From an optimization exercise on the open Yosys and OpenROAD flow, aimed at small area; shortcuts taken in it are not production practice. Function was checked by simulation only, so behaviour that the tests miss may differ from the original. The flow treats the clock pin as an ideal source, which a real chip does not have.

## rtfCmdRx
module rtfCmdRx
(
   input  logic       PHY_RXCLK,
   input  logic       rst,
   input  logic [7:0] PHY_RXD,
   input  logic       PHY_RXCTL_RXDV,
   input  logic       PHY_RXER,
   input  logic       replyCredit,
   output logic       replyValid,
   output logic [ADDR_W-1:0]    replyAddr,
   output logic [DATA_W-1:0]    replyData
);
Size in the first run: about 5400 flip-flops, ~110 I/O pins.
export LEC_CHECK = 0
export CAP_MARGIN = 20
export CORE_MARGIN = 2
export CORE_UTILIZATION = 45
export CTS_CLUSTER_DIAMETER = 80
export CTS_CLUSTER_SIZE = 30
export PLACE_DENSITY = 0.6
export SLEW_MARGIN = 20
create_clock -name core_clock -period 8.0 [get_ports {PHY_RXCLK}]
standard.sh (not shown) runs the stock make flow with config.mk's settings and CLKGATE_MAP_FILE= SYNTH_SCRIPT=/design/flow/synth_recipe.tcl, a recipe that flattens the netlist after the stock synthesis.
==> flow/flow/run.sh <==
#!/bin/bash
# The standard layout (standard.sh) with two changes made through the
# ORFS variables its scripts read:
#  - the input and output port buffers are buf_1, the smallest buffer,
#    instead of the cell the resizer picks;
#  - clock tree synthesis clusters up to 30 flip-flops within 80 um per
#    leaf buffer and inserts no dummy loads.
# Everything else (synthesis, floorplan, power grid, tap cells, placement,
# routing) is the standard flow. The make output goes to standard_flow.log;
# each ORFS step keeps its own log under orfs/logs.
set -euo pipefail
export BUFFER_PORTS_ARGS="-inputs -outputs -buffer_cell sky130_fd_sc_hd__buf_1"
export CTS_ARGS="-sink_clustering_enable -repair_clock_nets -dont_use_dummy_load -sink_clustering_size 30 -sink_clustering_max_diameter 80"
bash standard.sh > standard_flow.log 2>&1
The baseline completed without violations.
Edit:
==> flow/run.sh (new file) <==
#!/bin/bash
# synth_recipe.tcl (not shown) runs the flow's synth.tcl, then flattens the netlist and writes it again
# the make line also repeats each setting of config.mk as NAME=value (left out here)
make -C /OpenROAD-flow-scripts/flow DESIGN_CONFIG=/design/flow/config.mk WORK_HOME=/design/flow/orfs CLKGATE_MAP_FILE= SYNTH_SCRIPT=/design/flow/synth_recipe.tcl finish
removed: flow/flow/run.sh
removed: flow/standard.sh
Outcome: The changed run produced a clean layout. Setup slack is better by 0.16 ns. Area after synthesis stays the same. Cell area came out higher slightly. Via count barely changes. Count of clock-buffer cells in the layout came out higher by 33.

========
== the baseline ==
Another version of the RTL of rtfCmdRx (not shown whole).
Size in the first run: ~7300 cells after synthesis, about 5400 flip-flops, ~110 I/O pins.
Design rtfCmdRx, start of the top module:
module rtfCmdRx
(
   input  logic       PHY_RXCLK,
   input  logic       rst,
   input  logic [7:0] PHY_RXD,
   input  logic       PHY_RXCTL_RXDV,
   input  logic       PHY_RXER,
   input  logic       replyCredit,
   output logic       replyValid,
   output logic [ADDR_W-1:0]    replyAddr,
   output logic [DATA_W-1:0]    replyData
);
clock: 8.0 ns
lec_check: 0
cap_margin: 5
core_margin: 2
core_utilization: 70
cts_cluster_diameter: 80
cts_cluster_size: 30
place_density: 0.8
slew_margin: 5
==> flow/flow/run.sh <==
#!/bin/bash
# The standard layout (standard.sh) with two changes made through the
# ORFS variables its scripts read:
#  - the input and output port buffers are buf_1, the smallest buffer,
#    instead of the cell the resizer picks;
#  - clock tree synthesis clusters up to 30 flip-flops within 80 um per
#    leaf buffer and inserts no dummy loads.
# Everything else (synthesis, floorplan, power grid, tap cells, placement,
# routing) is the standard flow. The make output goes to standard_flow.log;
# each ORFS step keeps its own log under orfs/logs.
set -euo pipefail
export BUFFER_PORTS_ARGS="-inputs -outputs -buffer_cell sky130_fd_sc_hd__buf_1"
export CTS_ARGS="-sink_clustering_enable -repair_clock_nets -dont_use_dummy_load -sink_clustering_size 30 -sink_clustering_max_diameter 80"
bash standard.sh > standard_flow.log 2>&1
The baseline finished end to end and its layout was clean on timing, DRC and antenna.
#### Input delta (the candidate over the baseline)
- CORE_UTILIZATION: 70 -> 45
- CAP_MARGIN: 5 -> 20
- SLEW_MARGIN: 5 -> 20
- PLACE_DENSITY: 0.8 -> 0.6
==> flow/run.sh (new file) <==
#!/bin/bash
# synth_recipe.tcl (not shown) runs the flow's synth.tcl, then flattens the netlist and writes it again
# the make line also repeats each setting of config.mk as NAME=value (left out here)
make -C /OpenROAD-flow-scripts/flow DESIGN_CONFIG=/design/flow/config.mk WORK_HOME=/design/flow/orfs CLKGATE_MAP_FILE= SYNTH_SCRIPT=/design/flow/synth_recipe.tcl finish
removed: flow/flow/run.sh
removed: flow/standard.sh
--- outcome ---
The clock transition at the registers of the reported paths of the candidate and that of the baseline are within noise of each other. On number of nets in the finished design, the candidate and the baseline are neck and neck. Delta(number of cells after detailed placement, the candidate - the baseline) > 0. Changes observed in the candidate relative to the baseline: relative area change from synthesis to final layout saw an increase; number of cells produced by synthesis saw little to no change. Compared with the baseline, the candidate shows a higher smallest setup slack after layout. [the candidate] overall die width rose 100 um relative to the baseline. On clock period minus final worst setup slack, the candidate does better than the baseline. The candidate vs the baseline on fraction of area in multi-input gates: the candidate is the lower one.

afterwards: timing with drivers on the ports:
The flow's constraints put no driver on any port. The routed layouts listed below were extracted and timed again, unchanged, in two steps. Step 1: set_driving_cell puts a clkbuf_16 on PHY_RXCLK and a buf_2 on each other input, an assumption about the parent block. Step 2, shift: input delay + t, output delay - t, t = (earliest + latest rising clock arrival at the registers) / 2. This alone moves slack from input paths to output paths. Slacks: ideal / step 1 / step 2; pairs: ideal / step 1.
run | shift t [ns] | setup slack, ns | worst setup path after step 2
the first run of note 1 | 0.925 | 1.486 / 1.486 / 1.486 | register to register
the second run of note 1 | 0.974 | 1.644 / 1.644 / 1.644 | register to register
the baseline | 0.909 | 1.896 / 1.896 / 1.896 | register to register
the candidate | 0.962 | 2.275 / 2.275 / 2.275 | register to register
After both steps setup and hold are still met in every run listed.
